From an optimization exercise on the open Yosys and OpenROAD flow, aimed at a short achievable clock period and few clock cycles; shortcuts taken in it are not production practice.
Function was checked by simulation only, so behaviour that the tests miss may differ from the original.

==> exp/indigo <==
Design mult_div_unit, start of the top module:
module mult_div_unit #(
  parameter int DATA_W = mult_div_unit_pkg::MD_DATA_W
) (
  input  logic              clk,
  input  logic              rst,
  input  logic              flush,
  input  logic              en,
  input  logic [5:0]        funct,
  input  logic [DATA_W-1:0] operand_1,
  input  logic [DATA_W-1:0] operand_2,
  output logic              busy,
  output logic [DATA_W-1:0] hi,
  output logic [DATA_W-1:0] lo,
  output logic              done
);
==> flow/config.mk <==
export PLATFORM = sky130hd
export DESIGN_NAME = mult_div_unit
export DESIGN_NICKNAME = mult_div_unit
export VERILOG_FILES = /design/flow/design.v
export SDC_FILE = /design/flow/constraint.sdc
export NUM_CORES = 4
export LEC_CHECK = 0
export CAP_MARGIN = 40
export CORE_MARGIN = 2
export CORE_UTILIZATION = 40
export SLEW_MARGIN = 40
export SYNTH_HIERARCHICAL = 1
export SYNTH_MINIMUM_KEEP_SIZE = 0
export TNS_END_PERCENT = 100
==> flow/constraint.sdc <==
create_clock -name core_clock -period 10.0 [get_ports {clk}]
set_input_delay 2.0000 -clock core_clock [delete_from_list [all_inputs] [get_ports {clk}]]
set_output_delay 2.0000 -clock core_clock [all_outputs]
set_load 0.01 [all_outputs]
standard.sh (not shown) runs the stock make flow with config.mk's settings and CLKGATE_MAP_FILE= SYNTH_SCRIPT=/design/flow/synth_recipe.tcl, a recipe that flattens the netlist after the stock synthesis.
==> flow/flow/run.sh <==
#!/bin/bash
set -euo pipefail
bash standard.sh SETUP_SLACK_MARGIN=6.5 finish > flow_standard.log 2>&1
==> inputs of exp/harbor, as changes to exp/indigo <==
--- a/flow/design.v
+++ b/flow/design.v
@@ -149,14 +149,28 @@
     end
     for (k = 0; k < 2; k++) begin : g_3
       mult_div_unit_sc_nor2 u_c (.a(t2[2*k]), .b(t2[2*k+1]), .y(t3[k]));
     end
   endgenerate
   mult_div_unit_sc_nand3 u_o (.a(t3[0]), .b(t3[1]), .c(en), .y(y));
 endmodule
+module mult_div_unit_sc_buf (
+  input  logic a,
+  output logic y
+);
+  assign y = a;
+endmodule
+module mult_div_unit_sc_mux2 (
+  input  logic s,
+  input  logic a,
+  input  logic b,
+  output logic y
+);
+  assign y = s ? b : a;
+endmodule
 module mult_div_unit_sel4 (
   input  logic [3:0] s,
   input  logic [3:0] d,
   output logic       y
 );
   logic [1:0] t;
   mult_div_unit_sc_a22oi u_0 (.s0(s[0]), .d0(d[0]), .s1(s[1]), .d1(d[1]), .yn(t[0]));
@@ -540,14 +554,82 @@
         for (gj = 0; gj < 4; gj++) begin : g_j
           assign dsel[gj] = hrem[4*gg+gj][gb];
         end
         mult_div_unit_sel4 u_sel (.s (sel[4*gg +: 4]), .d (dsel), .y (hgrp[gg][gb]));
       end
     end
   endgenerate
+  logic [31:0] hg_e    [4];
+  logic [31:0] hg_d    [4];
+  logic [3:0]  hgsel_e;
+  logic [3:0]  hgsel_d;
+  logic [31:0] lplain_e;
+  logic [31:0] lplain_d;
+  logic        lps_e;
+  logic        lps_d;
+  logic        lpl_clr;      
+  logic [15:0] lsel_e;
+  logic [15:0] lsel_d;
+  logic        las_d;
+  logic        lbs_d;
+  logic [27:0] lupa_d;
+  logic [27:0] lupb_d;
+  logic        lneg_d;
+  logic        lpos_d;
+  logic        wr_divx;      
+  always_comb begin
+    wr_divx = wr_div & ~rst;
+    lpl_clr = rst | wr_mul | wr_mtlo;
+    for (int g = 0; g < 4; g++) hg_e[g] = hg_q[g];
+    hgsel_e = hgsel_q;
+    if (rst) begin
+      hg_e[0] = '0;
+      hgsel_e = 4'd1;
+    end else if (wr_mul) begin
+      hg_e[0] = hi_sum0;
+      hg_e[1] = hi_sum1;
+      hgsel_e = lo_sum[32] ? 4'd2 : 4'd1;
+    end else if (wr_mthi) begin
+      hg_e[0] = operand_1;
+      hgsel_e = 4'd1;
+    end
+    if (rst)           lplain_e = '0;
+    else if (wr_mul)   lplain_e = lo_sum[31:0];
+    else if (wr_mtlo)  lplain_e = operand_1;
+    else               lplain_e = lplain_q;
+    lps_e  = lpl_clr | lps_q;
+    lsel_e = lpl_clr ? 16'd0 : lsel_q;
+  end
+  generate
+    for (gb = 0; gb < 32; gb++) begin : g_hgd
+      for (gg = 0; gg < 4; gg++) begin : g_g
+        mult_div_unit_sc_mux2 u_m (.s (wr_divx), .a (hg_e[gg][gb]), .b (hgrp[gg][gb]), .y (hg_d[gg][gb]));
+      end
+    end
+    for (gb = 0; gb < 4; gb++) begin : g_hgseld
+      mult_div_unit_sc_mux2 u_m (.s (wr_divx), .a (hgsel_e[gb]), .b (hgsel[gb]), .y (hgsel_d[gb]));
+    end
+    for (gb = 0; gb < 16; gb++) begin : g_lseld
+      mult_div_unit_sc_mux2 u_m (.s (wr_divx), .a (lsel_e[gb]), .b (sel[gb]), .y (lsel_d[gb]));
+    end
+    for (gb = 0; gb < 28; gb++) begin : g_lupd
+      mult_div_unit_sc_mux2 u_a (.s (wr_divx), .a (lupa_q[gb]), .b (negq_q ? ~qb[gb] : qb[gb]), .y (lupa_d[gb]));
+      mult_div_unit_sc_mux2 u_b (.s (wr_divx), .a (lupb_q[gb]), .b (negq_q ? nqb[gb] : qb[gb]), .y (lupb_d[gb]));
+    end
+  endgenerate
+  generate
+    for (gb = 0; gb < 32; gb++) begin : g_lpld
+      mult_div_unit_sc_buf u_b (.a (lplain_e[gb]), .y (lplain_d[gb]));
+    end
+  endgenerate
+  mult_div_unit_sc_mux2 u_lps  (.s (wr_divx), .a (lps_e), .b (1'b0), .y (lps_d));
+  mult_div_unit_sc_mux2 u_las  (.s (wr_divx), .a (~lpl_clr & las_q), .b (~sel[0]), .y (las_d));
+  mult_div_unit_sc_mux2 u_lbs  (.s (wr_divx), .a (~lpl_clr & lbs_q), .b (sel[0]), .y (lbs_d));
+  mult_div_unit_sc_mux2 u_lneg (.s (wr_divx), .a (lneg_q), .b (negq_q), .y (lneg_d));
+  mult_div_unit_sc_mux2 u_lpos (.s (wr_divx), .a (lpos_q), .b (~negq_q), .y (lpos_d));
   always_ff @(posedge clk) begin
     for (int i = 0; i < 6; i++) mrow_q[i] <= r3[i];
     abs_a_q <= abs_a;
     for (int m = 0; m < 16; m++) begin
       if (m == 0)          pmul_q[m] <= '0;
       else if (m % 8 == 0) pmul_q[m] <= pmul_d[(m/8)*36 +: 36] << 3;
       else if (m % 4 == 0) pmul_q[m] <= pmul_d[(m/4)*36 +: 36] << 2;
@@ -583,54 +665,25 @@
       ret_q  <= ~last_q & nsel_q[1];
       wait_q <= ~last_q & ~nsel_q[1];
     end else begin
       busy_q <= en & is_long;
       ret_q  <= en & is_long & (~funct[1] | b_zero | fsel0[0]);
       wait_q <= en & is_long & ~(~funct[1] | b_zero | fsel0[0]);
     end
-    if (rst) begin
-      hg_q[0]  <= '0;
-      hgsel_q  <= 4'd1;
-      lplain_q <= '0;
-      lps_q    <= 1'b1;
-      las_q    <= 1'b0;
-      lbs_q    <= 1'b0;
-      lsel_q   <= '0;
-    end else begin
-      if (wr_mul) begin
-        hg_q[0]  <= hi_sum0;
-        hg_q[1]  <= hi_sum1;
-        hgsel_q  <= lo_sum[32] ? 4'd2 : 4'd1;
-        lplain_q <= lo_sum[31:0];
-        lps_q    <= 1'b1;
-        las_q    <= 1'b0;
-        lbs_q    <= 1'b0;
-        lsel_q   <= '0;
-      end else if (wr_div) begin
-        for (int g = 0; g < 4; g++) hg_q[g] <= hgrp[g];
-        hgsel_q <= hgsel;
-        lsel_q  <= sel;
-        las_q   <= ~sel[0];
-        lbs_q   <= sel[0];
-        lps_q   <= 1'b0;
-        lupa_q  <= negq_q ? ~qb[27:0] : qb[27:0];
-        lupb_q  <= negq_q ? nqb[27:0] : qb[27:0];
-        lneg_q  <= negq_q;
-        lpos_q  <= ~negq_q;
-      end else if (wr_mthi) begin
-        hg_q[0] <= operand_1;
-        hgsel_q <= 4'd1;
-      end else if (wr_mtlo) begin
-        lplain_q <= operand_1;
-        lps_q    <= 1'b1;
-        las_q    <= 1'b0;
-        lbs_q    <= 1'b0;
-        lsel_q   <= '0;
-      end
-    end
+    for (int g = 0; g < 4; g++) hg_q[g] <= hg_d[g];
+    hgsel_q  <= hgsel_d;
+    lplain_q <= lplain_d;
+    lps_q    <= lps_d;
+    las_q    <= las_d;
+    lbs_q    <= lbs_d;
+    lsel_q   <= lsel_d;
+    lupa_q   <= lupa_d;
+    lupb_q   <= lupb_d;
+    lneg_q   <= lneg_d;
+    lpos_q   <= lpos_d;
   end
   always_comb begin
     logic [3:0] kp;
     logic [3:0] kn;
     for (int g = 0; g < 4; g++) begin
       for (int b = 0; b < 32; b++) hg_t[b][g] = hg_q[g][b];
     end
==> inputs of exp/lagoon, as changes to exp/indigo <==
--- a/flow/design.v
+++ b/flow/design.v
@@ -149,24 +149,47 @@
     end
     for (k = 0; k < 2; k++) begin : g_3
       mult_div_unit_sc_nor2 u_c (.a(t2[2*k]), .b(t2[2*k+1]), .y(t3[k]));
     end
   endgenerate
   mult_div_unit_sc_nand3 u_o (.a(t3[0]), .b(t3[1]), .c(en), .y(y));
 endmodule
+module mult_div_unit_sc_buf (
+  input  logic a,
+  output logic y
+);
+  assign y = a;
+endmodule
+module mult_div_unit_sc_mux2 (
+  input  logic s,
+  input  logic a,
+  input  logic b,
+  output logic y
+);
+  assign y = s ? b : a;
+endmodule
 module mult_div_unit_sel4 (
   input  logic [3:0] s,
   input  logic [3:0] d,
   output logic       y
 );
   logic [1:0] t;
   mult_div_unit_sc_a22oi u_0 (.s0(s[0]), .d0(d[0]), .s1(s[1]), .d1(d[1]), .yn(t[0]));
   mult_div_unit_sc_a22oi u_1 (.s0(s[2]), .d0(d[2]), .s1(s[3]), .d1(d[3]), .yn(t[1]));
   mult_div_unit_sc_nand2 u_o (.a(t[0]), .b(t[1]), .y(y));
 endmodule
+module mult_div_unit_sel_gen (
+  input  logic [15:0] ge,
+  output logic [15:0] sel
+);
+  always_comb begin
+    for (int k = 0; k < 15; k++) sel[k] = ge[k] & ~ge[k+1];
+    sel[15] = ge[15];
+  end
+endmodule
 module mult_div_unit_busy_cell (
   input  logic       wait_q,
   input  logic       busy_q,
   input  logic [3:0] funct,    
   output logic       busy
 );
   assign busy = wait_q | (~busy_q & (funct == 4'b0110));
@@ -528,26 +551,98 @@
   assign wr_mtlo = ~busy_q & en & ~flush & (funct == mult_div_unit_pkg::FUNCT_MTLO);
   always_comb begin
     qb  = qc;
     nqb = nqc;
     for (int m = 0; m < 16; m++) hrem[m] = negr_q ? ndiff[m*32 +: 32] : diff[m*32 +: 32];
     for (int g = 0; g < 4; g++) hgsel[g] = (g == 3) ? ge[12] : (ge[4*g] & ~ge[4*g+4]);
   end
+  logic [15:0] selx [4];
   genvar gg, gj;
   generate
+    for (gg = 0; gg < 4; gg++) begin : g_selx
+      mult_div_unit_sel_gen u_sg (.ge (ge), .sel (selx[gg]));
+    end
     for (gb = 0; gb < 32; gb++) begin : g_hgrp
       for (gg = 0; gg < 4; gg++) begin : g_g
         logic [3:0] dsel;
         for (gj = 0; gj < 4; gj++) begin : g_j
           assign dsel[gj] = hrem[4*gg+gj][gb];
         end
-        mult_div_unit_sel4 u_sel (.s (sel[4*gg +: 4]), .d (dsel), .y (hgrp[gg][gb]));
+        mult_div_unit_sel4 u_sel (.s (selx[gb/8][4*gg +: 4]), .d (dsel), .y (hgrp[gg][gb]));
       end
     end
   endgenerate
+  logic [31:0] hg_e    [4];
+  logic [31:0] hg_d    [4];
+  logic [3:0]  hgsel_e;
+  logic [3:0]  hgsel_d;
+  logic [31:0] lplain_e;
+  logic [31:0] lplain_d;
+  logic        lps_e;
+  logic        lps_d;
+  logic        lpl_clr;      
+  logic [15:0] lsel_e;
+  logic [15:0] lsel_d;
+  logic        las_d;
+  logic        lbs_d;
+  logic [27:0] lupa_d;
+  logic [27:0] lupb_d;
+  logic        lneg_d;
+  logic        lpos_d;
+  logic        wr_divx;      
+  always_comb begin
+    wr_divx = wr_div & ~rst;
+    lpl_clr = rst | wr_mul | wr_mtlo;
+    for (int g = 0; g < 4; g++) hg_e[g] = hg_q[g];
+    hgsel_e = hgsel_q;
+    if (rst) begin
+      hg_e[0] = '0;
+      hgsel_e = 4'd1;
+    end else if (wr_mul) begin
+      hg_e[0] = hi_sum0;
+      hg_e[1] = hi_sum1;
+      hgsel_e = lo_sum[32] ? 4'd2 : 4'd1;
+    end else if (wr_mthi) begin
+      hg_e[0] = operand_1;
+      hgsel_e = 4'd1;
+    end
+    if (rst)           lplain_e = '0;
+    else if (wr_mul)   lplain_e = lo_sum[31:0];
+    else if (wr_mtlo)  lplain_e = operand_1;
+    else               lplain_e = lplain_q;
+    lps_e  = lpl_clr | lps_q;
+    lsel_e = lpl_clr ? 16'd0 : lsel_q;
+  end
+  generate
+    for (gb = 0; gb < 32; gb++) begin : g_hgd
+      for (gg = 0; gg < 4; gg++) begin : g_g
+        mult_div_unit_sc_mux2 u_m (.s (wr_divx), .a (hg_e[gg][gb]), .b (hgrp[gg][gb]), .y (hg_d[gg][gb]));
+      end
+    end
+    for (gb = 0; gb < 4; gb++) begin : g_hgseld
+      mult_div_unit_sc_mux2 u_m (.s (wr_divx), .a (hgsel_e[gb]), .b (hgsel[gb]), .y (hgsel_d[gb]));
+    end
+    for (gb = 0; gb < 16; gb++) begin : g_lseld
+      mult_div_unit_sc_mux2 u_m (.s (wr_divx), .a (lsel_e[gb]), .b (sel[gb]), .y (lsel_d[gb]));
+    end
+    for (gb = 0; gb < 28; gb++) begin : g_lupd
+      mult_div_unit_sc_mux2 u_a (.s (wr_divx), .a (lupa_q[gb]), .b (negq_q ? ~qb[gb] : qb[gb]), .y (lupa_d[gb]));
+      mult_div_unit_sc_mux2 u_b (.s (wr_divx), .a (lupb_q[gb]), .b (negq_q ? nqb[gb] : qb[gb]), .y (lupb_d[gb]));
+    end
+  endgenerate
+  generate
+    for (gb = 0; gb < 32; gb++) begin : g_lpld
+      mult_div_unit_sc_buf u_b (.a (lplain_e[gb]), .y (lplain_d[gb]));
+    end
+  endgenerate
+  mult_div_unit_sc_mux2 u_lps  (.s (wr_divx), .a (lps_e), .b (1'b0), .y (lps_d));
+  mult_div_unit_sc_mux2 u_las  (.s (wr_divx), .a (~lpl_clr & las_q), .b (~sel[0]), .y (las_d));
+  mult_div_unit_sc_mux2 u_lbs  (.s (wr_divx), .a (~lpl_clr & lbs_q), .b (sel[0]), .y (lbs_d));
+  mult_div_unit_sc_mux2 u_lneg (.s (wr_divx), .a (lneg_q), .b (negq_q), .y (lneg_d));
+  mult_div_unit_sc_mux2 u_lpos (.s (wr_divx), .a (lpos_q), .b (~negq_q), .y (lpos_d));
   always_ff @(posedge clk) begin
     for (int i = 0; i < 6; i++) mrow_q[i] <= r3[i];
     abs_a_q <= abs_a;
     for (int m = 0; m < 16; m++) begin
       if (m == 0)          pmul_q[m] <= '0;
       else if (m % 8 == 0) pmul_q[m] <= pmul_d[(m/8)*36 +: 36] << 3;
       else if (m % 4 == 0) pmul_q[m] <= pmul_d[(m/4)*36 +: 36] << 2;
@@ -583,54 +678,25 @@
       ret_q  <= ~last_q & nsel_q[1];
       wait_q <= ~last_q & ~nsel_q[1];
     end else begin
       busy_q <= en & is_long;
       ret_q  <= en & is_long & (~funct[1] | b_zero | fsel0[0]);
       wait_q <= en & is_long & ~(~funct[1] | b_zero | fsel0[0]);
     end
-    if (rst) begin
-      hg_q[0]  <= '0;
-      hgsel_q  <= 4'd1;
-      lplain_q <= '0;
-      lps_q    <= 1'b1;
-      las_q    <= 1'b0;
-      lbs_q    <= 1'b0;
-      lsel_q   <= '0;
-    end else begin
-      if (wr_mul) begin
-        hg_q[0]  <= hi_sum0;
-        hg_q[1]  <= hi_sum1;
-        hgsel_q  <= lo_sum[32] ? 4'd2 : 4'd1;
-        lplain_q <= lo_sum[31:0];
-        lps_q    <= 1'b1;
-        las_q    <= 1'b0;
-        lbs_q    <= 1'b0;
-        lsel_q   <= '0;
-      end else if (wr_div) begin
-        for (int g = 0; g < 4; g++) hg_q[g] <= hgrp[g];
-        hgsel_q <= hgsel;
-        lsel_q  <= sel;
-        las_q   <= ~sel[0];
-        lbs_q   <= sel[0];
-        lps_q   <= 1'b0;
-        lupa_q  <= negq_q ? ~qb[27:0] : qb[27:0];
-        lupb_q  <= negq_q ? nqb[27:0] : qb[27:0];
-        lneg_q  <= negq_q;
-        lpos_q  <= ~negq_q;
-      end else if (wr_mthi) begin
-        hg_q[0] <= operand_1;
-        hgsel_q <= 4'd1;
-      end else if (wr_mtlo) begin
-        lplain_q <= operand_1;
-        lps_q    <= 1'b1;
-        las_q    <= 1'b0;
-        lbs_q    <= 1'b0;
-        lsel_q   <= '0;
-      end
-    end
+    for (int g = 0; g < 4; g++) hg_q[g] <= hg_d[g];
+    hgsel_q  <= hgsel_d;
+    lplain_q <= lplain_d;
+    lps_q    <= lps_d;
+    las_q    <= las_d;
+    lbs_q    <= lbs_d;
+    lsel_q   <= lsel_d;
+    lupa_q   <= lupa_d;
+    lupb_q   <= lupb_d;
+    lneg_q   <= lneg_d;
+    lpos_q   <= lpos_d;
   end
   always_comb begin
     logic [3:0] kp;
     logic [3:0] kn;
     for (int g = 0; g < 4; g++) begin
       for (int b = 0; b < 32; b++) hg_t[b][g] = hg_q[g][b];
     end
==> notes <==
In exp/indigo the clock skew is lower than in exp/lagoon, by 0.024 ns. In exp/indigo the routed wire length is larger than in exp/harbor, by about 5.3%. The highest hold slack belongs to exp/harbor, the lowest to exp/lagoon. Clock-buffer cell count, lowest first: exp/indigo, exp/harbor, exp/lagoon. Synthesized area, lowest first: exp/indigo, exp/harbor, exp/lagoon. Final cell count: exp/lagoon < exp/harbor < exp/indigo. The highest die area belongs to exp/lagoon, the lowest to exp/indigo. Non-clock buffer count, highest first: exp/indigo, exp/harbor, exp/lagoon. The lowest sequential share of layout area belongs to exp/lagoon, the highest to exp/indigo.
Testbench counts of exp/indigo, summed over its fixed seeds: cycles 13,357.
Testbench counts of exp/harbor, summed over its fixed seeds: cycles 13,357.
Testbench counts of exp/lagoon, summed over its fixed seeds: cycles 13,357.

[what the ideal ports hide]
The results above use ideal ports. As a check the final layouts listed here were re-extracted and re-timed, cells and wires unchanged. Step 1, drivers: a clkbuf_16 drives clk and a buf_2 each remaining input, both assumed. Step 2 times the ports against the registers' clock, not the clock port: input delays grow and output delays shrink by t, the midpoint of the rising clock arrivals with the driver on. a / b / c = no drivers / after step 1 / after step 2; a / b = the first two.
run	t (ns)	slack for setup (ns)	clock arrival spread, ns	cell pins on the clock port's net
exp/indigo	1.096	4.852 / 4.852 / 4.225	0.154 / 0.155	1
exp/harbor	1.124	4.610 / 4.610 / 4.180	0.139 / 0.140	1
exp/lagoon	1.117	5.128 / 4.985 / 4.393	0.178 / 0.177	1
After both steps every run listed still meets setup and hold. For exp/lagoon, which loses most, drivers alone change the setup slack by -0.143 ns; drivers and shift together by -0.735 ns.
